Background: an optimization exercise with open tools, aiming at small area, a short achievable clock period and few clock cycles per item. Do not read the settings as production practice. No run shown here included a check of the RTL's function; only the layout flow was run. Power figures rest on the tool's default switching activity, not on a simulated workload.

===== flow/config.mk =====
export PLATFORM = sky130hd
export DESIGN_NAME = servo_slew_limiter
export DESIGN_NICKNAME = servo_slew_limiter
export VERILOG_FILES = /design/flow/design.v
export SDC_FILE = /design/flow/constraint.sdc
export NUM_CORES = 4
export LEC_CHECK = 0
export CAP_MARGIN = 20
export CORE_MARGIN = 2
export CORE_UTILIZATION = 65
export PLACE_DENSITY = 0.75
export SETUP_SLACK_MARGIN = 5
export SLEW_MARGIN = 20

===== flow/constraint.sdc =====
create_clock -name core_clock -period 9.0 [get_ports {clk}]
set_input_delay 1.8000 -clock core_clock [delete_from_list [all_inputs] [get_ports {clk}]]
set_output_delay 1.8000 -clock core_clock [all_outputs]
set_load 0.01 [all_outputs]

===== flow/design.v =====
package sasl_pkg;
    localparam logic [7:0]  ANGLE_HOME        = 8'd90;
    localparam logic [7:0]  RAMP_STEP_RST     = 8'd3;
    localparam logic [15:0] RAMP_INTERVAL_RST = 16'd8;
    localparam logic [11:0] PULSE_MIN_RST     = 12'd1000;
    localparam logic [11:0] PULSE_MAX_RST     = 12'd2000;
endpackage
module servo_angle_slew_limiter_core (
    input  logic        clk,
    input  logic        rst_n,
    input  logic        cmd_valid,
    output logic        cmd_stall,
    input  logic        cmd_op,
    input  logic [15:0] cmd_raw_angle,
    output logic        res_valid,
    input  logic        res_stall,
    output logic [7:0]  res_target_angle,
    output logic [7:0]  res_current_angle,
    output logic [11:0] res_target_pulse_us,
    output logic [11:0] res_drive_pulse_us,
    output logic        res_drive_updated,
    input  logic        cfg_valid,
    output logic        cfg_ready,
    input  logic [1:0]  cfg_index,
    input  logic [15:0] cfg_data
);
    logic [7:0]  step_r;
    logic [15:0] itv_r;
    logic [11:0] pmin_r, pmax_r;
    logic [19:0] kx_r;
    logic        neg_r;
    logic [7:0]  rem_r;
    logic [4:0]  seq_r;
    logic        busy;
    logic [7:0]  now_r, goal_r;
    logic [15:0] cnt_r;
    logic        s1_valid_r, s1_goal_r, s1_moved_r;
    logic [7:0]  x_r;     
    logic        res_valid_r, res_moved_r;
    logic [7:0]  res_goal_r, res_now_r;
    logic [11:0] pg_s_r, pg_t_r, pn_s_r, pn_t_r;
    logic        pg_c_r, pn_c_r;
    logic        accept, xfer, out_free;
    assign cfg_ready = 1'b1;
    assign busy      = (seq_r != 5'd0);
    assign out_free  = !res_valid_r || !res_stall;
    assign xfer      = s1_valid_r && out_free;
    assign cmd_stall = busy || (s1_valid_r && res_valid_r && res_stall);
    assign accept    = cmd_valid && !cmd_stall;
    always_ff @(posedge clk or negedge rst_n)
    begin
        if (!rst_n)
        begin
            step_r <= sasl_pkg::RAMP_STEP_RST;
            itv_r  <= sasl_pkg::RAMP_INTERVAL_RST;
            pmin_r <= sasl_pkg::PULSE_MIN_RST;
            pmax_r <= sasl_pkg::PULSE_MAX_RST;
        end
        else if (cfg_valid)
        begin
            case (cfg_index)
                2'd0: step_r <= cfg_data[7:0];
                2'd1: itv_r  <= cfg_data;
                2'd2: pmin_r <= cfg_data[11:0];
                2'd3: pmax_r <= cfg_data[11:0];
            endcase
        end
    end
    always_ff @(posedge clk or negedge rst_n)
    begin
        if (!rst_n)
            seq_r <= 5'd23;
        else if (cfg_valid)
            seq_r <= 5'd23;
        else if (busy)
            seq_r <= seq_r - 5'd1;
    end
    logic [12:0] span;
    logic [11:0] mx_div;
    logic [8:0]  trial;
    logic        qbit;
    assign span   = {1'b0, pmax_r} - {1'b0, pmin_r};
    assign mx_div = span[11:0] ^ {12{span[12]}};
    assign trial  = {rem_r, kx_r[19]};
    assign qbit   = (trial >= 9'd180);
    always_ff @(posedge clk)
    begin
        if (seq_r == 5'd23)
        begin
            neg_r <= span[12];
            rem_r <= {1'b0, mx_div[11:5]};
            kx_r  <= {mx_div[4:0], span[12] ? 15'h7fff : 15'd179};
        end
        else if (seq_r > 5'd2)
        begin
            rem_r <= qbit ? 8'(trial - 9'd180) : trial[7:0];
            kx_r  <= {kx_r[18:0], qbit ^ neg_r};
        end
    end
    logic [11:0] mac_s, mac_t;
    logic        mac_c;
    logic [12:0] pg_sum, pn_sum;
    sasl_pulse_mac u_mac (
        .x    (x_r),
        .k    (kx_r),
        .pmin (pmin_r),
        .neg  (neg_r),
        .s    (mac_s),
        .t    (mac_t),
        .c    (mac_c)
    );
    assign pg_sum = {pg_s_r, 1'b1} + {pg_t_r, pg_c_r};
    assign pn_sum = {pn_s_r, 1'b1} + {pn_t_r, pn_c_r};
    assign res_valid           = res_valid_r;
    assign res_target_angle    = res_goal_r;
    assign res_current_angle   = res_now_r;
    assign res_target_pulse_us = pg_sum[12:1];
    assign res_drive_pulse_us  = pn_sum[12:1];
    assign res_drive_updated   = res_moved_r;
    logic        raw_big, raw_mid;
    logic [8:0]  raw_half;
    logic [7:0]  goal_set;
    logic [15:0] cnt_inc;
    logic        fire, up, snap_up, snap_dn;
    logic [8:0]  now_up, now_dn;
    logic [7:0]  now_step;
    logic        move;
    assign raw_big  = (cmd_raw_angle[14:0] > 15'd360);
    assign raw_mid  = (cmd_raw_angle[8:0] > 9'd180);
    assign raw_half = {1'b0, cmd_raw_angle[8:1]} + {8'd0, cmd_raw_angle[0]};
    assign goal_set = cmd_raw_angle[15] ? 8'd0
                    : raw_big           ? 8'd180
                    : raw_mid           ? raw_half[7:0]
                    :                     cmd_raw_angle[7:0];
    assign cnt_inc  = cnt_r + 16'd1;
    assign fire     = (cnt_inc >= itv_r);
    assign up       = (goal_r > now_r);
    assign now_up   = {1'b0, now_r} + {1'b0, step_r};
    assign now_dn   = {1'b0, now_r} - {1'b0, step_r};
    assign snap_up  = now_up[8] | (now_up[7:0] >= goal_r);
    assign snap_dn  = now_dn[8] | (now_dn[7:0] <= goal_r);
    assign now_step = up ? (snap_up ? goal_r : now_up[7:0])
                         : (snap_dn ? goal_r : now_dn[7:0]);
    assign move     = fire && (now_r != goal_r) && (step_r != 8'd0);
    always_ff @(posedge clk or negedge rst_n)
    begin
        if (!rst_n)
        begin
            now_r       <= sasl_pkg::ANGLE_HOME;
            goal_r      <= sasl_pkg::ANGLE_HOME;
            cnt_r       <= 16'd0;
            s1_valid_r  <= 1'b0;
            res_valid_r <= 1'b0;
        end
        else
        begin
            if (accept)
            begin
                if (cmd_op)
                    goal_r <= goal_set;
                else
                begin
                    cnt_r <= fire ? 16'd0 : cnt_inc;
                    if (move)
                        now_r <= now_step;
                end
            end
            if (accept)
                s1_valid_r <= 1'b1;
            else if (xfer)
                s1_valid_r <= 1'b0;
            if (xfer)
                res_valid_r <= 1'b1;
            else if (!res_stall)
                res_valid_r <= 1'b0;
        end
    end
    always_ff @(posedge clk)
    begin
        if (accept)
        begin
            s1_goal_r  <= cmd_op;
            s1_moved_r <= !cmd_op && move;
            x_r        <= cmd_op ? goal_set : (move ? now_step : now_r);
        end
        else if (seq_r == 5'd3)
            x_r <= goal_r;
        else if (seq_r == 5'd2)
            x_r <= now_r;
        if (xfer)
        begin
            res_goal_r  <= goal_r;
            res_now_r   <= now_r;
            res_moved_r <= s1_moved_r;
        end
        if ((xfer && s1_goal_r) || seq_r == 5'd2)
        begin
            pg_s_r <= mac_s;
            pg_t_r <= mac_t;
            pg_c_r <= mac_c;
        end
        if ((xfer && !s1_goal_r) || seq_r == 5'd1)
        begin
            pn_s_r <= mac_s;
            pn_t_r <= mac_t;
            pn_c_r <= mac_c;
        end
    end
endmodule
module sasl_pulse_mac (
    input  logic [7:0]  x,
    input  logic [19:0] k,
    input  logic [11:0] pmin,
    input  logic        neg,
    output logic [11:0] s,
    output logic [11:0] t,
    output logic        c
);
    logic w1, w2, w3, w4, w5, w6, w7, w8, w9, w10, w11, w12, w13, w14, w15, w16, w17, w18, w19, w20, w21, w22, w23, w24, w25, w26, w27, w28, w29, w30, w31, w32, w33, w34, w35, w36, w37, w38, w39, w40, w41, w42, w43, w44, w45, w46, w47, w48, w49, w50, w51, w52, w53, w54, w55, w56, w57, w58, w59, w60, w61, w62, w63, w64, w65, w66, w67, w68, w69, w70, w71, w72, w73, w74, w75, w76, w77, w78, w79, w80, w81, w82, w83, w84, w85, w86, w87, w88, w89, w90, w91, w92, w93, w94, w95, w96, w97, w98, w99, w100, w101, w102, w103, w104, w105, w106, w107, w108, w109, w110, w111, w112, w113, w114, w115, w116, w117, w118, w119, w120, w121, w122, w123, w124, w125, w126, w127, w128, w129, w130, w131, w132, w133, w134, w135, w136, w137, w138, w139, w140, w141, w142, w143, w144, w145, w146, w147, w148, w149, w150, w151, w152, w153, w154, w155, w156, w157, w158, w159, w160, w161, w162, w163, w164, w165, w166, w167, w168, w169, w170, w171, w172, w173, w174, w175, w176, w177, w178, w179, w180, w181, w182, w183, w184, w185, w186, w187, w188, w189, w190, w191, w192, w193, w194, w195, w196, w197, w198, w199, w200, w201, w202, w203, w204, w205, w206, w207, w208, w209, w210, w211, w212, w213, w214, w215, w216, w217, w218, w219, w220, w221, w222, w223, w224, w225, w226, w227, w228, w229, w230, w231, w232, w233, w234, w235, w236, w237, w238, w239, w240, w241, w242, w243, w244, w245, w246, w247, w248, w249, w250, w251, w252, w253, w254, w255, w256, w257, w258, w259, w260, w261, w262, w263, w264, w265, w266, w267, w268, w269, w270, w271, w272, w273, w274, w275, w276, w277, w278, w279, w280, w281, w282, w283, w284, w285, w286, w287, w288, w289, w290, w291, w292;
    logic [14:0] lo_a, lo_b;
    logic [15:0] lo_sum;
    assign w1 = (x[0] & k[5]) ^ (x[1] & k[4]);
    assign w2 = (x[0] & k[5]) & (x[1] & k[4]);
    assign w3 = (x[0] & k[6]) ^ (x[1] & k[5]) ^ (x[2] & k[4]);
    assign w4 = ((x[0] & k[6]) & (x[1] & k[5])) | ((x[0] & k[6]) & (x[2] & k[4])) | ((x[1] & k[5]) & (x[2] & k[4]));
    assign w5 = (x[3] & k[3]) ^ (x[4] & k[2]);
    assign w6 = (x[3] & k[3]) & (x[4] & k[2]);
    assign w7 = (x[0] & k[7]) ^ (x[1] & k[6]) ^ (x[2] & k[5]);
    assign w8 = ((x[0] & k[7]) & (x[1] & k[6])) | ((x[0] & k[7]) & (x[2] & k[5])) | ((x[1] & k[6]) & (x[2] & k[5]));
    assign w9 = (x[3] & k[4]) ^ (x[4] & k[3]) ^ (x[5] & k[2]);
    assign w10 = ((x[3] & k[4]) & (x[4] & k[3])) | ((x[3] & k[4]) & (x[5] & k[2])) | ((x[4] & k[3]) & (x[5] & k[2]));
    assign w11 = (x[6] & k[1]) ^ (x[7] & k[0]);
    assign w12 = (x[6] & k[1]) & (x[7] & k[0]);
    assign w13 = (x[0] & k[8]) ^ (x[1] & k[7]) ^ (x[2] & k[6]);
    assign w14 = ((x[0] & k[8]) & (x[1] & k[7])) | ((x[0] & k[8]) & (x[2] & k[6])) | ((x[1] & k[7]) & (x[2] & k[6]));
    assign w15 = (x[3] & k[5]) ^ (x[4] & k[4]) ^ (x[5] & k[3]);
    assign w16 = ((x[3] & k[5]) & (x[4] & k[4])) | ((x[3] & k[5]) & (x[5] & k[3])) | ((x[4] & k[4]) & (x[5] & k[3]));
    assign w17 = (x[6] & k[2]) ^ (x[7] & k[1]) ^ neg;
    assign w18 = ((x[6] & k[2]) & (x[7] & k[1])) | ((x[6] & k[2]) & neg) | ((x[7] & k[1]) & neg);
    assign w19 = (x[0] & k[9]) ^ (x[1] & k[8]) ^ (x[2] & k[7]);
    assign w20 = ((x[0] & k[9]) & (x[1] & k[8])) | ((x[0] & k[9]) & (x[2] & k[7])) | ((x[1] & k[8]) & (x[2] & k[7]));
    assign w21 = (x[3] & k[6]) ^ (x[4] & k[5]) ^ (x[5] & k[4]);
    assign w22 = ((x[3] & k[6]) & (x[4] & k[5])) | ((x[3] & k[6]) & (x[5] & k[4])) | ((x[4] & k[5]) & (x[5] & k[4]));
    assign w23 = (x[6] & k[3]) ^ (x[7] & k[2]) ^ neg;
    assign w24 = ((x[6] & k[3]) & (x[7] & k[2])) | ((x[6] & k[3]) & neg) | ((x[7] & k[2]) & neg);
    assign w25 = (x[0] & k[10]) ^ (x[1] & k[9]) ^ (x[2] & k[8]);
    assign w26 = ((x[0] & k[10]) & (x[1] & k[9])) | ((x[0] & k[10]) & (x[2] & k[8])) | ((x[1] & k[9]) & (x[2] & k[8]));
    assign w27 = (x[3] & k[7]) ^ (x[4] & k[6]) ^ (x[5] & k[5]);
    assign w28 = ((x[3] & k[7]) & (x[4] & k[6])) | ((x[3] & k[7]) & (x[5] & k[5])) | ((x[4] & k[6]) & (x[5] & k[5]));
    assign w29 = (x[6] & k[4]) ^ (x[7] & k[3]) ^ neg;
    assign w30 = ((x[6] & k[4]) & (x[7] & k[3])) | ((x[6] & k[4]) & neg) | ((x[7] & k[3]) & neg);
    assign w31 = (x[0] & k[11]) ^ (x[1] & k[10]) ^ (x[2] & k[9]);
    assign w32 = ((x[0] & k[11]) & (x[1] & k[10])) | ((x[0] & k[11]) & (x[2] & k[9])) | ((x[1] & k[10]) & (x[2] & k[9]));
    assign w33 = (x[3] & k[8]) ^ (x[4] & k[7]) ^ (x[5] & k[6]);
    assign w34 = ((x[3] & k[8]) & (x[4] & k[7])) | ((x[3] & k[8]) & (x[5] & k[6])) | ((x[4] & k[7]) & (x[5] & k[6]));
    assign w35 = (x[6] & k[5]) ^ (x[7] & k[4]) ^ neg;
    assign w36 = ((x[6] & k[5]) & (x[7] & k[4])) | ((x[6] & k[5]) & neg) | ((x[7] & k[4]) & neg);
    assign w37 = (x[0] & k[12]) ^ (x[1] & k[11]) ^ (x[2] & k[10]);
    assign w38 = ((x[0] & k[12]) & (x[1] & k[11])) | ((x[0] & k[12]) & (x[2] & k[10])) | ((x[1] & k[11]) & (x[2] & k[10]));
    assign w39 = (x[3] & k[9]) ^ (x[4] & k[8]) ^ (x[5] & k[7]);
    assign w40 = ((x[3] & k[9]) & (x[4] & k[8])) | ((x[3] & k[9]) & (x[5] & k[7])) | ((x[4] & k[8]) & (x[5] & k[7]));
    assign w41 = (x[6] & k[6]) ^ (x[7] & k[5]) ^ neg;
    assign w42 = ((x[6] & k[6]) & (x[7] & k[5])) | ((x[6] & k[6]) & neg) | ((x[7] & k[5]) & neg);
    assign w43 = (x[0] & k[13]) ^ (x[1] & k[12]) ^ (x[2] & k[11]);
    assign w44 = ((x[0] & k[13]) & (x[1] & k[12])) | ((x[0] & k[13]) & (x[2] & k[11])) | ((x[1] & k[12]) & (x[2] & k[11]));
    assign w45 = (x[3] & k[10]) ^ (x[4] & k[9]) ^ (x[5] & k[8]);
    assign w46 = ((x[3] & k[10]) & (x[4] & k[9])) | ((x[3] & k[10]) & (x[5] & k[8])) | ((x[4] & k[9]) & (x[5] & k[8]));
    assign w47 = (x[6] & k[7]) ^ (x[7] & k[6]) ^ neg;
    assign w48 = ((x[6] & k[7]) & (x[7] & k[6])) | ((x[6] & k[7]) & neg) | ((x[7] & k[6]) & neg);
    assign w49 = (x[0] & k[14]) ^ (x[1] & k[13]) ^ (x[2] & k[12]);
    assign w50 = ((x[0] & k[14]) & (x[1] & k[13])) | ((x[0] & k[14]) & (x[2] & k[12])) | ((x[1] & k[13]) & (x[2] & k[12]));
    assign w51 = (x[3] & k[11]) ^ (x[4] & k[10]) ^ (x[5] & k[9]);
    assign w52 = ((x[3] & k[11]) & (x[4] & k[10])) | ((x[3] & k[11]) & (x[5] & k[9])) | ((x[4] & k[10]) & (x[5] & k[9]));
    assign w53 = (x[6] & k[8]) ^ (x[7] & k[7]) ^ neg;
    assign w54 = ((x[6] & k[8]) & (x[7] & k[7])) | ((x[6] & k[8]) & neg) | ((x[7] & k[7]) & neg);
    assign w55 = (x[0] & k[15]) ^ (x[1] & k[14]) ^ (x[2] & k[13]);
    assign w56 = ((x[0] & k[15]) & (x[1] & k[14])) | ((x[0] & k[15]) & (x[2] & k[13])) | ((x[1] & k[14]) & (x[2] & k[13]));
    assign w57 = (x[3] & k[12]) ^ (x[4] & k[11]) ^ (x[5] & k[10]);
    assign w58 = ((x[3] & k[12]) & (x[4] & k[11])) | ((x[3] & k[12]) & (x[5] & k[10])) | ((x[4] & k[11]) & (x[5] & k[10]));
    assign w59 = (x[6] & k[9]) ^ (x[7] & k[8]) ^ pmin[0];
    assign w60 = ((x[6] & k[9]) & (x[7] & k[8])) | ((x[6] & k[9]) & pmin[0]) | ((x[7] & k[8]) & pmin[0]);
    assign w61 = (x[0] & k[16]) ^ (x[1] & k[15]) ^ (x[2] & k[14]);
    assign w62 = ((x[0] & k[16]) & (x[1] & k[15])) | ((x[0] & k[16]) & (x[2] & k[14])) | ((x[1] & k[15]) & (x[2] & k[14]));
    assign w63 = (x[3] & k[13]) ^ (x[4] & k[12]) ^ (x[5] & k[11]);
    assign w64 = ((x[3] & k[13]) & (x[4] & k[12])) | ((x[3] & k[13]) & (x[5] & k[11])) | ((x[4] & k[12]) & (x[5] & k[11]));
    assign w65 = (x[6] & k[10]) ^ (x[7] & k[9]) ^ pmin[1];
    assign w66 = ((x[6] & k[10]) & (x[7] & k[9])) | ((x[6] & k[10]) & pmin[1]) | ((x[7] & k[9]) & pmin[1]);
    assign w67 = (x[0] & k[17]) ^ (x[1] & k[16]) ^ (x[2] & k[15]);
    assign w68 = ((x[0] & k[17]) & (x[1] & k[16])) | ((x[0] & k[17]) & (x[2] & k[15])) | ((x[1] & k[16]) & (x[2] & k[15]));
    assign w69 = (x[3] & k[14]) ^ (x[4] & k[13]) ^ (x[5] & k[12]);
    assign w70 = ((x[3] & k[14]) & (x[4] & k[13])) | ((x[3] & k[14]) & (x[5] & k[12])) | ((x[4] & k[13]) & (x[5] & k[12]));
    assign w71 = (x[6] & k[11]) ^ (x[7] & k[10]) ^ pmin[2];
    assign w72 = ((x[6] & k[11]) & (x[7] & k[10])) | ((x[6] & k[11]) & pmin[2]) | ((x[7] & k[10]) & pmin[2]);
    assign w73 = (x[0] & k[18]) ^ (x[1] & k[17]) ^ (x[2] & k[16]);
    assign w74 = ((x[0] & k[18]) & (x[1] & k[17])) | ((x[0] & k[18]) & (x[2] & k[16])) | ((x[1] & k[17]) & (x[2] & k[16]));
    assign w75 = (x[3] & k[15]) ^ (x[4] & k[14]) ^ (x[5] & k[13]);
    assign w76 = ((x[3] & k[15]) & (x[4] & k[14])) | ((x[3] & k[15]) & (x[5] & k[13])) | ((x[4] & k[14]) & (x[5] & k[13]));
    assign w77 = (x[6] & k[12]) ^ (x[7] & k[11]) ^ pmin[3];
    assign w78 = ((x[6] & k[12]) & (x[7] & k[11])) | ((x[6] & k[12]) & pmin[3]) | ((x[7] & k[11]) & pmin[3]);
    assign w79 = (x[0] & k[19]) ^ (x[1] & k[18]) ^ (x[2] & k[17]);
    assign w80 = ((x[0] & k[19]) & (x[1] & k[18])) | ((x[0] & k[19]) & (x[2] & k[17])) | ((x[1] & k[18]) & (x[2] & k[17]));
    assign w81 = (x[3] & k[16]) ^ (x[4] & k[15]) ^ (x[5] & k[14]);
    assign w82 = ((x[3] & k[16]) & (x[4] & k[15])) | ((x[3] & k[16]) & (x[5] & k[14])) | ((x[4] & k[15]) & (x[5] & k[14]));
    assign w83 = (x[6] & k[13]) ^ (x[7] & k[12]) ^ pmin[4];
    assign w84 = ((x[6] & k[13]) & (x[7] & k[12])) | ((x[6] & k[13]) & pmin[4]) | ((x[7] & k[12]) & pmin[4]);
    assign w85 = (x[1] & k[19]) ^ (x[2] & k[18]) ^ (x[3] & k[17]);
    assign w86 = ((x[1] & k[19]) & (x[2] & k[18])) | ((x[1] & k[19]) & (x[3] & k[17])) | ((x[2] & k[18]) & (x[3] & k[17]));
    assign w87 = (x[4] & k[16]) ^ (x[5] & k[15]) ^ (x[6] & k[14]);
    assign w88 = ((x[4] & k[16]) & (x[5] & k[15])) | ((x[4] & k[16]) & (x[6] & k[14])) | ((x[5] & k[15]) & (x[6] & k[14]));
    assign w89 = (x[7] & k[13]) ^ pmin[5] ^ (neg & x[0]);
    assign w90 = ((x[7] & k[13]) & pmin[5]) | ((x[7] & k[13]) & (neg & x[0])) | (pmin[5] & (neg & x[0]));
    assign w91 = (x[2] & k[19]) ^ (x[3] & k[18]) ^ (x[4] & k[17]);
    assign w92 = ((x[2] & k[19]) & (x[3] & k[18])) | ((x[2] & k[19]) & (x[4] & k[17])) | ((x[3] & k[18]) & (x[4] & k[17]));
    assign w93 = (x[5] & k[16]) ^ (x[6] & k[15]) ^ (x[7] & k[14]);
    assign w94 = ((x[5] & k[16]) & (x[6] & k[15])) | ((x[5] & k[16]) & (x[7] & k[14])) | ((x[6] & k[15]) & (x[7] & k[14]));
    assign w95 = pmin[6] ^ (neg & ~x[1]) ^ (neg & ~x[0]);
    assign w96 = (pmin[6] & (neg & ~x[1])) | (pmin[6] & (neg & ~x[0])) | ((neg & ~x[1]) & (neg & ~x[0]));
    assign w97 = (x[3] & k[19]) ^ (x[4] & k[18]) ^ (x[5] & k[17]);
    assign w98 = ((x[3] & k[19]) & (x[4] & k[18])) | ((x[3] & k[19]) & (x[5] & k[17])) | ((x[4] & k[18]) & (x[5] & k[17]));
    assign w99 = (x[6] & k[16]) ^ (x[7] & k[15]) ^ pmin[7];
    assign w100 = ((x[6] & k[16]) & (x[7] & k[15])) | ((x[6] & k[16]) & pmin[7]) | ((x[7] & k[15]) & pmin[7]);
    assign w101 = (x[4] & k[19]) ^ (x[5] & k[18]) ^ (x[6] & k[17]);
    assign w102 = ((x[4] & k[19]) & (x[5] & k[18])) | ((x[4] & k[19]) & (x[6] & k[17])) | ((x[5] & k[18]) & (x[6] & k[17]));
    assign w103 = (x[0] & k[3]) ^ (x[1] & k[2]);
    assign w104 = (x[0] & k[3]) & (x[1] & k[2]);
    assign w105 = (x[0] & k[4]) ^ (x[1] & k[3]) ^ (x[2] & k[2]);
    assign w106 = ((x[0] & k[4]) & (x[1] & k[3])) | ((x[0] & k[4]) & (x[2] & k[2])) | ((x[1] & k[3]) & (x[2] & k[2]));
    assign w107 = (x[3] & k[1]) ^ (x[4] & k[0]);
    assign w108 = (x[3] & k[1]) & (x[4] & k[0]);
    assign w109 = w1 ^ (x[2] & k[3]) ^ (x[3] & k[2]);
    assign w110 = (w1 & (x[2] & k[3])) | (w1 & (x[3] & k[2])) | ((x[2] & k[3]) & (x[3] & k[2]));
    assign w111 = (x[4] & k[1]) ^ (x[5] & k[0]) ^ neg;
    assign w112 = ((x[4] & k[1]) & (x[5] & k[0])) | ((x[4] & k[1]) & neg) | ((x[5] & k[0]) & neg);
    assign w113 = w3 ^ w5 ^ (x[5] & k[1]);
    assign w114 = (w3 & w5) | (w3 & (x[5] & k[1])) | (w5 & (x[5] & k[1]));
    assign w115 = (x[6] & k[0]) ^ neg ^ w2;
    assign w116 = ((x[6] & k[0]) & neg) | ((x[6] & k[0]) & w2) | (neg & w2);
    assign w117 = w7 ^ w9 ^ w11;
    assign w118 = (w7 & w9) | (w7 & w11) | (w9 & w11);
    assign w119 = neg ^ w4 ^ w6;
    assign w120 = (neg & w4) | (neg & w6) | (w4 & w6);
    assign w121 = w13 ^ w15 ^ w17;
    assign w122 = (w13 & w15) | (w13 & w17) | (w15 & w17);
    assign w123 = w8 ^ w10 ^ w12;
    assign w124 = (w8 & w10) | (w8 & w12) | (w10 & w12);
    assign w125 = w19 ^ w21 ^ w23;
    assign w126 = (w19 & w21) | (w19 & w23) | (w21 & w23);
    assign w127 = w14 ^ w16 ^ w18;
    assign w128 = (w14 & w16) | (w14 & w18) | (w16 & w18);
    assign w129 = w25 ^ w27 ^ w29;
    assign w130 = (w25 & w27) | (w25 & w29) | (w27 & w29);
    assign w131 = w20 ^ w22 ^ w24;
    assign w132 = (w20 & w22) | (w20 & w24) | (w22 & w24);
    assign w133 = w31 ^ w33 ^ w35;
    assign w134 = (w31 & w33) | (w31 & w35) | (w33 & w35);
    assign w135 = w26 ^ w28 ^ w30;
    assign w136 = (w26 & w28) | (w26 & w30) | (w28 & w30);
    assign w137 = w37 ^ w39 ^ w41;
    assign w138 = (w37 & w39) | (w37 & w41) | (w39 & w41);
    assign w139 = w32 ^ w34 ^ w36;
    assign w140 = (w32 & w34) | (w32 & w36) | (w34 & w36);
    assign w141 = w43 ^ w45 ^ w47;
    assign w142 = (w43 & w45) | (w43 & w47) | (w45 & w47);
    assign w143 = w38 ^ w40 ^ w42;
    assign w144 = (w38 & w40) | (w38 & w42) | (w40 & w42);
    assign w145 = w49 ^ w51 ^ w53;
    assign w146 = (w49 & w51) | (w49 & w53) | (w51 & w53);
    assign w147 = w44 ^ w46 ^ w48;
    assign w148 = (w44 & w46) | (w44 & w48) | (w46 & w48);
    assign w149 = w55 ^ w57 ^ w59;
    assign w150 = (w55 & w57) | (w55 & w59) | (w57 & w59);
    assign w151 = w50 ^ w52 ^ w54;
    assign w152 = (w50 & w52) | (w50 & w54) | (w52 & w54);
    assign w153 = w61 ^ w63 ^ w65;
    assign w154 = (w61 & w63) | (w61 & w65) | (w63 & w65);
    assign w155 = w56 ^ w58 ^ w60;
    assign w156 = (w56 & w58) | (w56 & w60) | (w58 & w60);
    assign w157 = w67 ^ w69 ^ w71;
    assign w158 = (w67 & w69) | (w67 & w71) | (w69 & w71);
    assign w159 = w62 ^ w64 ^ w66;
    assign w160 = (w62 & w64) | (w62 & w66) | (w64 & w66);
    assign w161 = w73 ^ w75 ^ w77;
    assign w162 = (w73 & w75) | (w73 & w77) | (w75 & w77);
    assign w163 = w68 ^ w70 ^ w72;
    assign w164 = (w68 & w70) | (w68 & w72) | (w70 & w72);
    assign w165 = w79 ^ w81 ^ w83;
    assign w166 = (w79 & w81) | (w79 & w83) | (w81 & w83);
    assign w167 = w74 ^ w76 ^ w78;
    assign w168 = (w74 & w76) | (w74 & w78) | (w76 & w78);
    assign w169 = w85 ^ w87 ^ w89;
    assign w170 = (w85 & w87) | (w85 & w89) | (w87 & w89);
    assign w171 = w80 ^ w82 ^ w84;
    assign w172 = (w80 & w82) | (w80 & w84) | (w82 & w84);
    assign w173 = w91 ^ w93 ^ w95;
    assign w174 = (w91 & w93) | (w91 & w95) | (w93 & w95);
    assign w175 = w86 ^ w88 ^ w90;
    assign w176 = (w86 & w88) | (w86 & w90) | (w88 & w90);
    assign w177 = w97 ^ w99 ^ (neg & ~x[2]);
    assign w178 = (w97 & w99) | (w97 & (neg & ~x[2])) | (w99 & (neg & ~x[2]));
    assign w179 = w92 ^ w94 ^ w96;
    assign w180 = (w92 & w94) | (w92 & w96) | (w94 & w96);
    assign w181 = w101 ^ (x[7] & k[16]) ^ pmin[8];
    assign w182 = (w101 & (x[7] & k[16])) | (w101 & pmin[8]) | ((x[7] & k[16]) & pmin[8]);
    assign w183 = (neg & ~x[3]) ^ w98 ^ w100;
    assign w184 = ((neg & ~x[3]) & w98) | ((neg & ~x[3]) & w100) | (w98 & w100);
    assign w185 = (x[5] & k[19]) ^ (x[6] & k[18]) ^ (x[7] & k[17]);
    assign w186 = ((x[5] & k[19]) & (x[6] & k[18])) | ((x[5] & k[19]) & (x[7] & k[17])) | ((x[6] & k[18]) & (x[7] & k[17]));
    assign w187 = pmin[9] ^ (neg & ~x[4]) ^ w102;
    assign w188 = (pmin[9] & (neg & ~x[4])) | (pmin[9] & w102) | ((neg & ~x[4]) & w102);
    assign w189 = (x[6] & k[19]) ^ (x[7] & k[18]) ^ pmin[10];
    assign w190 = ((x[6] & k[19]) & (x[7] & k[18])) | ((x[6] & k[19]) & pmin[10]) | ((x[7] & k[18]) & pmin[10]);
    assign w191 = (x[0] & k[2]) ^ (x[1] & k[1]);
    assign w192 = (x[0] & k[2]) & (x[1] & k[1]);
    assign w193 = w103 ^ (x[2] & k[1]) ^ (x[3] & k[0]);
    assign w194 = (w103 & (x[2] & k[1])) | (w103 & (x[3] & k[0])) | ((x[2] & k[1]) & (x[3] & k[0]));
    assign w195 = w105 ^ w107 ^ neg;
    assign w196 = (w105 & w107) | (w105 & neg) | (w107 & neg);
    assign w197 = w109 ^ w111 ^ w106;
    assign w198 = (w109 & w111) | (w109 & w106) | (w111 & w106);
    assign w199 = w113 ^ w115 ^ w110;
    assign w200 = (w113 & w115) | (w113 & w110) | (w115 & w110);
    assign w201 = w117 ^ w119 ^ w114;
    assign w202 = (w117 & w119) | (w117 & w114) | (w119 & w114);
    assign w203 = w121 ^ w123 ^ w118;
    assign w204 = (w121 & w123) | (w121 & w118) | (w123 & w118);
    assign w205 = w125 ^ w127 ^ w122;
    assign w206 = (w125 & w127) | (w125 & w122) | (w127 & w122);
    assign w207 = w129 ^ w131 ^ w126;
    assign w208 = (w129 & w131) | (w129 & w126) | (w131 & w126);
    assign w209 = w133 ^ w135 ^ w130;
    assign w210 = (w133 & w135) | (w133 & w130) | (w135 & w130);
    assign w211 = w137 ^ w139 ^ w134;
    assign w212 = (w137 & w139) | (w137 & w134) | (w139 & w134);
    assign w213 = w141 ^ w143 ^ w138;
    assign w214 = (w141 & w143) | (w141 & w138) | (w143 & w138);
    assign w215 = w145 ^ w147 ^ w142;
    assign w216 = (w145 & w147) | (w145 & w142) | (w147 & w142);
    assign w217 = w149 ^ w151 ^ w146;
    assign w218 = (w149 & w151) | (w149 & w146) | (w151 & w146);
    assign w219 = w153 ^ w155 ^ w150;
    assign w220 = (w153 & w155) | (w153 & w150) | (w155 & w150);
    assign w221 = w157 ^ w159 ^ w154;
    assign w222 = (w157 & w159) | (w157 & w154) | (w159 & w154);
    assign w223 = w161 ^ w163 ^ w158;
    assign w224 = (w161 & w163) | (w161 & w158) | (w163 & w158);
    assign w225 = w165 ^ w167 ^ w162;
    assign w226 = (w165 & w167) | (w165 & w162) | (w167 & w162);
    assign w227 = w169 ^ w171 ^ w166;
    assign w228 = (w169 & w171) | (w169 & w166) | (w171 & w166);
    assign w229 = w173 ^ w175 ^ w170;
    assign w230 = (w173 & w175) | (w173 & w170) | (w175 & w170);
    assign w231 = w177 ^ w179 ^ w174;
    assign w232 = (w177 & w179) | (w177 & w174) | (w179 & w174);
    assign w233 = w181 ^ w183 ^ w178;
    assign w234 = (w181 & w183) | (w181 & w178) | (w183 & w178);
    assign w235 = w185 ^ w187 ^ w182;
    assign w236 = (w185 & w187) | (w185 & w182) | (w187 & w182);
    assign w237 = w189 ^ (neg & ~x[5]) ^ w186;
    assign w238 = (w189 & (neg & ~x[5])) | (w189 & w186) | ((neg & ~x[5]) & w186);
    assign w239 = (x[7] & k[19]) ^ pmin[11] ^ (neg & ~x[6]);
    assign w240 = ((x[7] & k[19]) & pmin[11]) | ((x[7] & k[19]) & (neg & ~x[6])) | (pmin[11] & (neg & ~x[6]));
    assign w241 = (x[0] & k[1]) ^ (x[1] & k[0]);
    assign w242 = (x[0] & k[1]) & (x[1] & k[0]);
    assign w243 = w191 ^ (x[2] & k[0]) ^ neg;
    assign w244 = (w191 & (x[2] & k[0])) | (w191 & neg) | ((x[2] & k[0]) & neg);
    assign w245 = w193 ^ neg ^ w192;
    assign w246 = (w193 & neg) | (w193 & w192) | (neg & w192);
    assign w247 = w195 ^ w104 ^ w194;
    assign w248 = (w195 & w104) | (w195 & w194) | (w104 & w194);
    assign w249 = w197 ^ w108 ^ w196;
    assign w250 = (w197 & w108) | (w197 & w196) | (w108 & w196);
    assign w251 = w199 ^ w112 ^ w198;
    assign w252 = (w199 & w112) | (w199 & w198) | (w112 & w198);
    assign w253 = w201 ^ w116 ^ w200;
    assign w254 = (w201 & w116) | (w201 & w200) | (w116 & w200);
    assign w255 = w203 ^ w120 ^ w202;
    assign w256 = (w203 & w120) | (w203 & w202) | (w120 & w202);
    assign w257 = w205 ^ w124 ^ w204;
    assign w258 = (w205 & w124) | (w205 & w204) | (w124 & w204);
    assign w259 = w207 ^ w128 ^ w206;
    assign w260 = (w207 & w128) | (w207 & w206) | (w128 & w206);
    assign w261 = w209 ^ w132 ^ w208;
    assign w262 = (w209 & w132) | (w209 & w208) | (w132 & w208);
    assign w263 = w211 ^ w136 ^ w210;
    assign w264 = (w211 & w136) | (w211 & w210) | (w136 & w210);
    assign w265 = w213 ^ w140 ^ w212;
    assign w266 = (w213 & w140) | (w213 & w212) | (w140 & w212);
    assign w267 = w215 ^ w144 ^ w214;
    assign w268 = (w215 & w144) | (w215 & w214) | (w144 & w214);
    assign w269 = w217 ^ w148 ^ w216;
    assign w270 = (w217 & w148) | (w217 & w216) | (w148 & w216);
    assign w271 = w219 ^ w152 ^ w218;
    assign w272 = (w219 & w152) | (w219 & w218) | (w152 & w218);
    assign w273 = w221 ^ w156 ^ w220;
    assign w274 = (w221 & w156) | (w221 & w220) | (w156 & w220);
    assign w275 = w223 ^ w160 ^ w222;
    assign w276 = (w223 & w160) | (w223 & w222) | (w160 & w222);
    assign w277 = w225 ^ w164 ^ w224;
    assign w278 = (w225 & w164) | (w225 & w224) | (w164 & w224);
    assign w279 = w227 ^ w168 ^ w226;
    assign w280 = (w227 & w168) | (w227 & w226) | (w168 & w226);
    assign w281 = w229 ^ w172 ^ w228;
    assign w282 = (w229 & w172) | (w229 & w228) | (w172 & w228);
    assign w283 = w231 ^ w176 ^ w230;
    assign w284 = (w231 & w176) | (w231 & w230) | (w176 & w230);
    assign w285 = w233 ^ w180 ^ w232;
    assign w286 = (w233 & w180) | (w233 & w232) | (w180 & w232);
    assign w287 = w235 ^ w184 ^ w234;
    assign w288 = (w235 & w184) | (w235 & w234) | (w184 & w234);
    assign w289 = w237 ^ w188 ^ w236;
    assign w290 = (w237 & w188) | (w237 & w236) | (w188 & w236);
    assign w291 = w239 ^ w190 ^ w238;
    assign w292 = (w239 & w190) | (w239 & w238) | (w190 & w238);
    assign lo_a = {w267, w265, w263, w261, w259, w257, w255, w253, w251, w249, w247, w245, w243, w241, (x[0] & k[0])};
    assign lo_b = {w266, w264, w262, w260, w258, w256, w254, w252, w250, w248, w246, w244, w242, neg, neg};
    assign lo_sum = {1'b0, lo_a} + {1'b0, lo_b};
    assign c = lo_sum[15];
    assign s = {w291, w289, w287, w285, w283, w281, w279, w277, w275, w273, w271, w269};
    assign t = {w290, w288, w286, w284, w282, w280, w278, w276, w274, w272, w270, w268};
endmodule
module servo_slew_limiter (
    input  logic        clk,
    input  logic        rst_n,
    input  logic        cmd_valid,
    output logic        cmd_stall,
    input  logic        cmd_op,
    input  logic [15:0] cmd_raw_angle,
    output logic        res_valid,
    input  logic        res_stall,
    output logic [7:0]  res_target_angle,
    output logic [7:0]  res_current_angle,
    output logic [11:0] res_target_pulse_us,
    output logic [11:0] res_drive_pulse_us,
    output logic        res_drive_updated,
    input  logic        cfg_valid,
    output logic        cfg_ready,
    input  logic [1:0]  cfg_index,
    input  logic [15:0] cfg_data
);
    servo_angle_slew_limiter_core u_core (
        .clk                 (clk),
        .rst_n               (rst_n),
        .cmd_valid           (cmd_valid),
        .cmd_stall           (cmd_stall),
        .cmd_op              (cmd_op),
        .cmd_raw_angle       (cmd_raw_angle),
        .res_valid           (res_valid),
        .res_stall           (res_stall),
        .res_target_angle    (res_target_angle),
        .res_current_angle   (res_current_angle),
        .res_target_pulse_us (res_target_pulse_us),
        .res_drive_pulse_us  (res_drive_pulse_us),
        .res_drive_updated   (res_drive_updated),
        .cfg_valid           (cfg_valid),
        .cfg_ready           (cfg_ready),
        .cfg_index           (cfg_index),
        .cfg_data            (cfg_data)
    );
endmodule

===== flow/run.sh =====
#!/bin/bash
# synth_recipe.tcl (not shown) runs the flow's synth.tcl, then flattens the netlist and writes it again
# the make line also repeats each setting of config.mk as NAME=value (left out here)
make -C /OpenROAD-flow-scripts/flow DESIGN_CONFIG=/design/flow/config.mk WORK_HOME=/design/flow/orfs CLKGATE_MAP_FILE= SYNTH_SCRIPT=/design/flow/synth_recipe.tcl finish

==> results of run 1 <==
## power by group
group	internal, mW	leakage [nW]	switching (mW)	total [mW]
combinational	1.24	6.20	1.51	2.74
sequential	1.25	1.99	0.128	1.38
clock	0.363	0.260	0.355	0.718
total	2.85	8.46	1.99	4.84
## cell type report
type                    instances  area, um2
fillers                      1589       5454
clock buffers                  18      429.2
inverters                     217      818.3
clock inverters                14      127.6
well taps                     324      405.4
multi-input cells            1087      10130
repair buffers                184       1564
flip-flops and latches        193       5388
## cells in the mapped netlist (45+ instances only)
master,n
sky130_fd_sc_hd__a21oi_1,46
sky130_fd_sc_hd__ha_1,121
sky130_fd_sc_hd__inv_1,215
sky130_fd_sc_hd__edfxtp_1,105
sky130_fd_sc_hd__fa_1,142
sky130_fd_sc_hd__o21ai_0,62
sky130_fd_sc_hd__mux2_2,45
sky130_fd_sc_hd__and2_1,81
sky130_fd_sc_hd__dfrtp_1,60
sky130_fd_sc_hd__xnor2_1,57
sky130_fd_sc_hd__nand2_1,174
sky130_fd_sc_hd__nor2_1,61
## per-stage QoR
step | instance area [um2] | utilization (%) | setup WS, ns | instances
floorplan | 16100 | - | 5.008 | 1548
global placement | 17110 | 70.37 | 4.115 | 1908
detailed placement | 17110 | 70.37 | 4.112 | 1908
CTS | 18330 | 75.38 | 4.419 | 2006
global route | 18870 | 77.57 | 4.396 | 2037
finish | 18870 | 77.57 | 4.475 | 2037
## critical path: cells and delay by family (launching register included)
family / cells / cell delay (ns)
and+or+nand+nor: 2 / 0.28
buffers and inverters: 1 / 0.17
AOI/OAI and AO/OA: 4 / 0.90
adders and majority gates: 1 / 0.33
DFF: 1 / 0.41
xor gates and xnor gates: 1 / 0.20
## cells by family (layout without fill, tap and decap cells)
family	after synthesis	after routing	share of synthesized area [%]
xor+xnor	78	78	4.249
mux	51	51	3.526
buf+inv	268	433	6.514
flops	193	193	33.49
fa+ha+maj	263	263	27.10
compound gates	250	250	11.23
other cells	1	1	0.02333
simple gates	444	444	13.87
## worst min-delay path by stage
stage / startpoint / end / slack [ns] / cells past startpoint
2_1_floorplan: u_core.s1_moved_r / u_core.res_moved_r / 0.40 / 0
3_3_place_gp: u_core.s1_moved_r / u_core.res_moved_r / 0.43 / 0
3_5_place_dp: u_core.s1_moved_r / u_core.res_moved_r / 0.42 / 0
4_1_cts: u_core.s1_moved_r / u_core.res_moved_r / 0.45 / 0
5_1_grt: u_core.s1_moved_r / u_core.res_moved_r / 0.47 / 0
6_report: u_core.s1_moved_r / u_core.res_moved_r / 0.45 / 0
## registers in the layout, indices dropped and copies added (netlist names), 12 cells and up
register,flops
u_core.pn_s_r,12
u_core.kx_r,20
u_core.pmax_r,12
u_core.pg_t_r,12
u_core.pn_t_r,12
u_core.pmin_r,12
u_core.cnt_r,16
u_core.itv_r,16
u_core.pg_s_r,12
## routing by layer
metal | share of wire (%) | track usage (%) | vias up | wire length [um]
met1 | 42 | 38.29 | 5802 | 15630
met3 | 4.6 | 4.289 | 62 | 1726
li1 | - | - | 5472 | -
met4 | 2.2 | 7.468 | 0 | 819
met5 | 0 | 0 | - | 0
met2 | 51 | 51.48 | 307 | 19050
## timing repair
item | CTS | global route
pin swaps | 57 | 62
gates resized for setup | 123 | 77
endpoints found under the setup margin | 39 | 39
hold buffers | 0 | 0
buffers inserted | 66 | 31
==> summary.md, run 1 <==
## Outcome
• status: timing/DRC/antenna clean

## Synth
• synthesized area per cell: 10.39 um2
• Synth area leader: sky130_fd_sc_hd__edfxtp_1
• leading register cell type out of synthesis: sky130_fd_sc_hd__edfxtp_1
• flip-flop and latch count after synthesis: 193
• FFs w/ async S/R, synth: 45.08%
• number of distinct standard cells referenced by the synthesized netlist: 92
• count of yosys warnings during synthesis: 1
• post-synthesis instance total: 1548
• sequential cell area fraction in the yosys report: 33.49%
• main area contributors after synthesis: sky130_fd_sc_hd__edfxtp_1 20%, sky130_fd_sc_hd__fa_1 18%, sky130_fd_sc_hd__ha_1 9.4%, sky130_fd_sc_hd__dfrtp_1 9.3%, sky130_fd_sc_hd__inv_1 5.0%
• net count after synthesis: 1851
• Mapped Area: 16080 um2
• area fraction of the dominant cell type after synthesis: 19.61%
• number of enable-type register cells in the synthesized netlist: 105

## Worst setup path
• Crit Reg-Reg Startpoint: u_core.x_r[7]
• largest stage delay on the critical path: 0.41 ns
• count of cells along the worst register-to-register path: 15
• cell breakdown of the critical path: ha_1 -> a21o_1 -> a21oi_2 -> nor2b_2 -> nor4_4 -> o31ai_2 -> o41a_1 -> xnor2_2 -> buf_2
• register-to-register setup slack: 4.86 ns
• capture instance of the worst register-to-register path: u_core.pn_c_r
• Critical Path Slowest Stage Cell: sky130_fd_sc_hd__edfxtp_1
• critical path capture point type: output port
• Worst setup SP type: register
• Setup Crit Path Kind: reg2out
• Critical path destination: res_target_pulse_us[10]
• required time of the critical path: 7.20 ns
• worst setup path start: u_core.pg_s_r[0]
• largest fanout on the critical path: 2
• critical path arrival: 2.73 ns

## Timing
• Final period util: 50.28%
• Max-Slew Margin vs Limit: 43.30%
• sum of negative setup slack: 0 ns
• number of hold-slack violations in the final timing report: 0
• setup violators final: 0
• max-slew violations: 0
• min Tclk post-route: 4.525 ns
• final worst hold slack: 0.4484 ns
• final setup skew: 0.01224 ns
• setup repair after global routing missed its margin: true
• Least-Margin Pin Slew: 0.8505 ns
• fmax: 221.0 MHz

## Drt
• 1st-iter DRT viols: 787
• detailed-route via count: 11643
• total wire length: 37220 um
• mean number of vias per cell: 5.716
• TritonRoute pass-1 iters: 8
• routed length per placed instance: 18.27 um
• antenna-violating nets left: 0
• DRC violation count after routing: 0

## Clocking
• CTS tree: yes
• Num CTS Buffers: 17
• clock root buffer master: sky130_fd_sc_hd__clkbuf_16
• H-tree Lvls: 4
• number of clock sinks: 193
• clock network latency to the later pin of the worst-skew pair: 0.44 ns
• maximum clock insertion buffer count: 2
• Clk pin slew, worst setup/hold paths: 0.08 ns

## Place
• HPWL reported at the end of detailed placement: 26120 um
• quantity of I/O buffers inserted on ports: 82
• final weighted congestion in routability-driven placement: 0.9184

## Die
• vertical die dimension: 161.3 um
• placeable core region: 24320 um2
• Initial Utilization: 66.11%
• chip width: 161.3 um
• Die ar.: 26010 um2
• num ports: 84
• number of standard-cell rows in the floorplan: 57

## Pwr
• PwrDens: 256.6 nW/um2
• IR Drop Worst-Case VDD: 0.0003170 V
• Static Leak: 8.456 nW
• Final Power: 4.841 mW

## Global routing
• maximum number of pins on one net before global-route repair: 67
• vias in the first global route: 11920
• number of antenna violations at the first check in global routing: 0
• first-pass GRT wire length: 60080 um
• overflow left after global routing: 0
• Total GRT Usage: 29.22%

## Final layout
• commonest cells after routing, fill and taps aside: 208 x sky130_fd_sc_hd__inv_1, 170 x sky130_fd_sc_hd__nand2_1, 138 x sky130_fd_sc_hd__fa_1, 110 x sky130_fd_sc_hd__ha_1, 105 x sky130_fd_sc_hd__edfxtp_1
• layout-stage area growth over the synthesis result: 17.35%
• antenna diode instance count: 0
• total number of nets in the final design: 2003
• fraction of final layout cells with drive strength greater than 1: 20.96%
• commonest non-fill, non-tap cell in the layout: sky130_fd_sc_hd__inv_1

## Run
• maxcap violations: 0

## Min path
• worst min path class: reg2reg

==> run 2, diff against run 1 <==
--- a/flow/config.mk
+++ b/flow/config.mk
@@ -9,4 +9,4 @@
 export CORE_MARGIN = 2
-export CORE_UTILIZATION = 65
-export PLACE_DENSITY = 0.75
+export CORE_UTILIZATION = 40
+export PLACE_DENSITY = 0.6
 export SETUP_SLACK_MARGIN = 5
==> summary.md, run 2 <==
## Worst setup path
• largest stage delay on the critical path: 0.43 ns, +0.02 ns
• Worst setup SP type: register
• required time of the critical path: 7.20 ns, about the same
• Critical Path Slowest Stage Cell: sky130_fd_sc_hd__edfxtp_1
• top cell family by delay on the critical path: compound AO/OA/AOI/OAI gates
• Buf/Inv on CP: 2, +1
• critical path capture point type: output port
• cell breakdown of the critical path: inv_2 -> fa_2 -> nor2b_4 -> o21ai_2 -> nand2b_1 -> a2111o_1 -> a31o_1 -> o41a_1 -> xnor2_1 -> buf_2
• Setup Crit Path Kind: reg2out
• critical path arrival: 2.66 ns, -0.07 ns
• largest fanout on the critical path: 2, unchanged

## Timing
• fmax: 224.0 MHz, +1.4%
• sum of negative setup slack: 0 ns, unchanged
• final setup skew: 0.01333 ns, +0.001095 ns
• max-slew violations: 0, unchanged
• minimum setup slack in the final design: 4.536 ns, +0.06059 ns
• Max-Slew Margin vs Limit: 42.08%, -1.2 points
• final worst hold slack: 0.4462 ns, -0.002180 ns
• number of hold-slack violations in the final timing report: 0, unchanged
• setup repair after global routing missed its margin: true
• Final period util: 49.61%, -0.67 points
• min Tclk post-route: 4.465 ns, -0.06059 ns
• Least-Margin Pin Slew: 0.8662 ns, +0.01571 ns
• setup violators final: 0, unchanged

## Final layout
• fill cell count: 3706, +130%
• fraction of final layout cells with drive strength greater than 1: 21.71%, +0.75 points
• Layout Cells excl Fill: 2243, +10%
• commonest non-fill, non-tap cell in the layout: sky130_fd_sc_hd__inv_1
• final design utilization: 48.83%, -29 points
• total number of nets in the final design: 2008, +0.25%
• register with the highest flop count: u_core.kx_r
• largest registers: u_core.kx_r: 20 flops, u_core.cnt_r: 16 flops, u_core.itv_r: 16 flops
• commonest cells after routing, fill and taps aside: 205 x sky130_fd_sc_hd__inv_1, 168 x sky130_fd_sc_hd__nand2_1, 136 x sky130_fd_sc_hd__fa_1, 106 x sky130_fd_sc_hd__ha_1, 105 x sky130_fd_sc_hd__edfxtp_1
• area of all placed cells without fillers: 19400 um2, +2.8%
• antenna diode instance count: 0, unchanged
• layout-stage area growth over the synthesis result: 20.69%
• number of flip-flops in the largest register: 20, unchanged

## Global routing
• Total GRT Usage: 18.68%, -11 points
• first-pass GRT wire length: 61190 um, +1.8%
• vias in the first global route: 11677, -2.0%
• maximum number of pins on one net before global-route repair: 57, -15%
• overflow left after global routing: 0, unchanged
• number of antenna violations at the first check in global routing: 0, unchanged

## Pwr
• Static Leak: 8.593 nW, +1.6%
• PwrDens: 259.5 nW/um2, +1.1%
• switching component of the power: 2.099 mW, +5.4%
• Final Power: 5.036 mW, +4.0%
• combinational cell fraction of total power: 56.3%, -0.4 points
• IR Drop Worst-Case VDD: 0.0001630 V, -49%
• sequential group share of total power: 27.8%, -0.7 points
• internal power: 2.937 mW, +3.0%
• power share of the clock group: 15.9%, +1.1 points
• switching part of the total power: 41.68%, +0.56 points

## Place
• placement-stage cell area: 17420 um2, +1.8%
• HPWL reported at the end of detailed placement: 27430 um, +5.0%
• quantity of I/O buffers inserted on ports: 82, unchanged
• placed instance count: 2116, +11%
• worst slack at placement: 4.089 ns, -0.02313 ns
• final weighted congestion in routability-driven placement: 0.8462, -7.9%

## Synth
• post-synthesis instance total: 1548, unchanged
• leading register cell type out of synthesis: sky130_fd_sc_hd__edfxtp_1
• list of most frequent post-synthesis cells: 215 x sky130_fd_sc_hd__inv_1, 174 x sky130_fd_sc_hd__nand2_1, 142 x sky130_fd_sc_hd__fa_1, 121 x sky130_fd_sc_hd__ha_1, 105 x sky130_fd_sc_hd__edfxtp_1
• Synth area leader: sky130_fd_sc_hd__edfxtp_1
• synthesized area per cell: 10.39 um2, unchanged
• Mapped Area: 16080 um2, unchanged
• flip-flop and latch count after synthesis: 193, unchanged
• sequential cell area fraction in the yosys report: 33.49%, unchanged
• FFs w/ async S/R, synth: 45.08%, unchanged
• most used standard cell by instance count after synthesis: sky130_fd_sc_hd__inv_1
• net count after synthesis: 1851, unchanged
• number of enable-type register cells in the synthesized netlist: 105, unchanged
• main area contributors after synthesis: sky130_fd_sc_hd__edfxtp_1 20%, sky130_fd_sc_hd__fa_1 18%, sky130_fd_sc_hd__ha_1 9.4%, sky130_fd_sc_hd__dfrtp_1 9.3%, sky130_fd_sc_hd__inv_1 5.0%
• number of distinct standard cells referenced by the synthesized netlist: 92, unchanged
• area fraction of the dominant cell type after synthesis: 19.61%, unchanged
• count of yosys warnings during synthesis: 1, unchanged

## Clocking
• Clk pin slew, worst setup/hold paths: 0.08 ns, about the same
• clock root buffer master: sky130_fd_sc_hd__clkbuf_16
• clock network latency to the later pin of the worst-skew pair: 0.47 ns, +0.03 ns
• H-tree Lvls: 4, unchanged
• maximum clock insertion buffer count: 2, unchanged
• number of clock sinks: 193, unchanged
• CTS tree: yes
• Num CTS Buffers: 17, unchanged

## Drt
• detailed-route via count: 11531, -0.96%
• total wire length: 38930 um, +4.6%
• 1st-iter DRT viols: 724, -8.0%
• TritonRoute pass-1 iters: 5, -3
• mean number of vias per cell: 5.141, -10%
• DRC violation count after routing: 0, unchanged
• antenna-violating nets left: 0, unchanged
• routed length per placed instance: 17.36 um, -5.0%

## Die
• Die ar.: 41810 um2, +61%
• Initial Utilization: 40.46%, -26 points
• vertical die dimension: 204.5 um, +27%
• chip width: 204.5 um, +27%
• placeable core region: 39730 um2, +63%
• num ports: 84, unchanged
• number of standard-cell rows in the floorplan: 73, +28%

## Run
• maxcap violations: 0, unchanged

## Outcome
• status: timing/DRC/antenna clean

## Min path
• worst min path class: reg2reg

[run 2: power by group through the flow]
stage                     Clock (mW)  Combinational [mW]  Sequential, mW
after global routing           0.850                3.26            1.41
after detailed placement           0                2.52            1.43
after global placement             0                2.46            1.43
after floorplan                    0                1.93            1.32
after CTS                      0.823                2.69            1.39
final                          0.803                2.84            1.40
[run 2: final timing paths]
check | depth (start not counted) | slack (ns) | to | start
min in group asynchronous | 1 | 1.26 | u_core.itv_r[13] | rst_n
hold reg to reg | 0 | 0.45 | u_core.res_moved_r | u_core.s1_moved_r
setup reg to reg | 14 | 4.89 | u_core.pn_c_r | u_core.x_r[1]
hold / removal | 0 | 0.45 | u_core.res_moved_r | u_core.s1_moved_r
setup / recovery | 10 | 4.54 | res_drive_pulse_us[11] | u_core.pn_c_r
max in group asynchronous | 2 | 6.58 | u_core.now_r[0] | rst_n
[run 2: logic make-up (layout without fill, tap and decap cells)]
family / Yosys count / in the layout / share of synthesized area (%)
adders and majority gates: 263 / 263 / 27.10
muxes: 51 / 51 / 3.526
AOI/OAI and AO/OA: 250 / 250 / 11.23
buffers and inverters: 268 / 438 / 6.514
DFF: 193 / 193 / 33.49
other: 1 / 1 / 0.02333
and+or+nand+nor: 444 / 444 / 13.87
xor gates and xnor gates: 78 / 78 / 4.249
[run 2: per-layer routing]
metal | vias up | part of all wire, % | global-route usage, %
li1 | 5492 | - | -
met1 | 5778 | 44 | 24.42
met2 | 214 | 49 | 31.84
met3 | 47 | 4.2 | 2.742
met4 | 0 | 2.3 | 6.082
met5 | - | 0 | 0
[run 2: area by class of cell]
class                      instances  area (um2)  area share, %
multi-input combinational       1087       10130          52.21
tap                              525       656.9          3.386
clock inverter                    15       176.4         0.9093
inverter                         217       820.8          4.230
timing repair buffer             189        1805          9.305
clock buffer                      17       425.4          2.193
sequential                       193        5388          27.77
[run 2: repair_timing]
item | CTS | global route
setup endpoints to repair | 39 | 45
setup buffers | 44 | 44
gates cloned | 4 | 3
pin swaps | 65 | 54
hold buffers | 0 | 0
resized for setup | 158 | 69

separate check: timing with driven ports:
Ports are ideal in the flow. The routed layouts listed here were re-timed in OpenROAD.
Step 1 assumes that a clkbuf_16 drives the clock port and a buf_2 every other input.
Step 2 also shifts input and output timing later by t, the mid clock arrival at the registers, as if the neighbouring blocks saw the same clock.
Slacks: ideal ports / drivers / drivers and shift; pairs: ideal ports / drivers.
run | shift t [ns] | setup WS [ns] | pins driven straight from the clock port
run 1 | 0.478 | 4.475 / 4.426 / 4.637 | 1
run 2 | 0.510 | 4.536 / 4.485 / 4.633 | 1
After both steps every run listed still meets setup and hold.
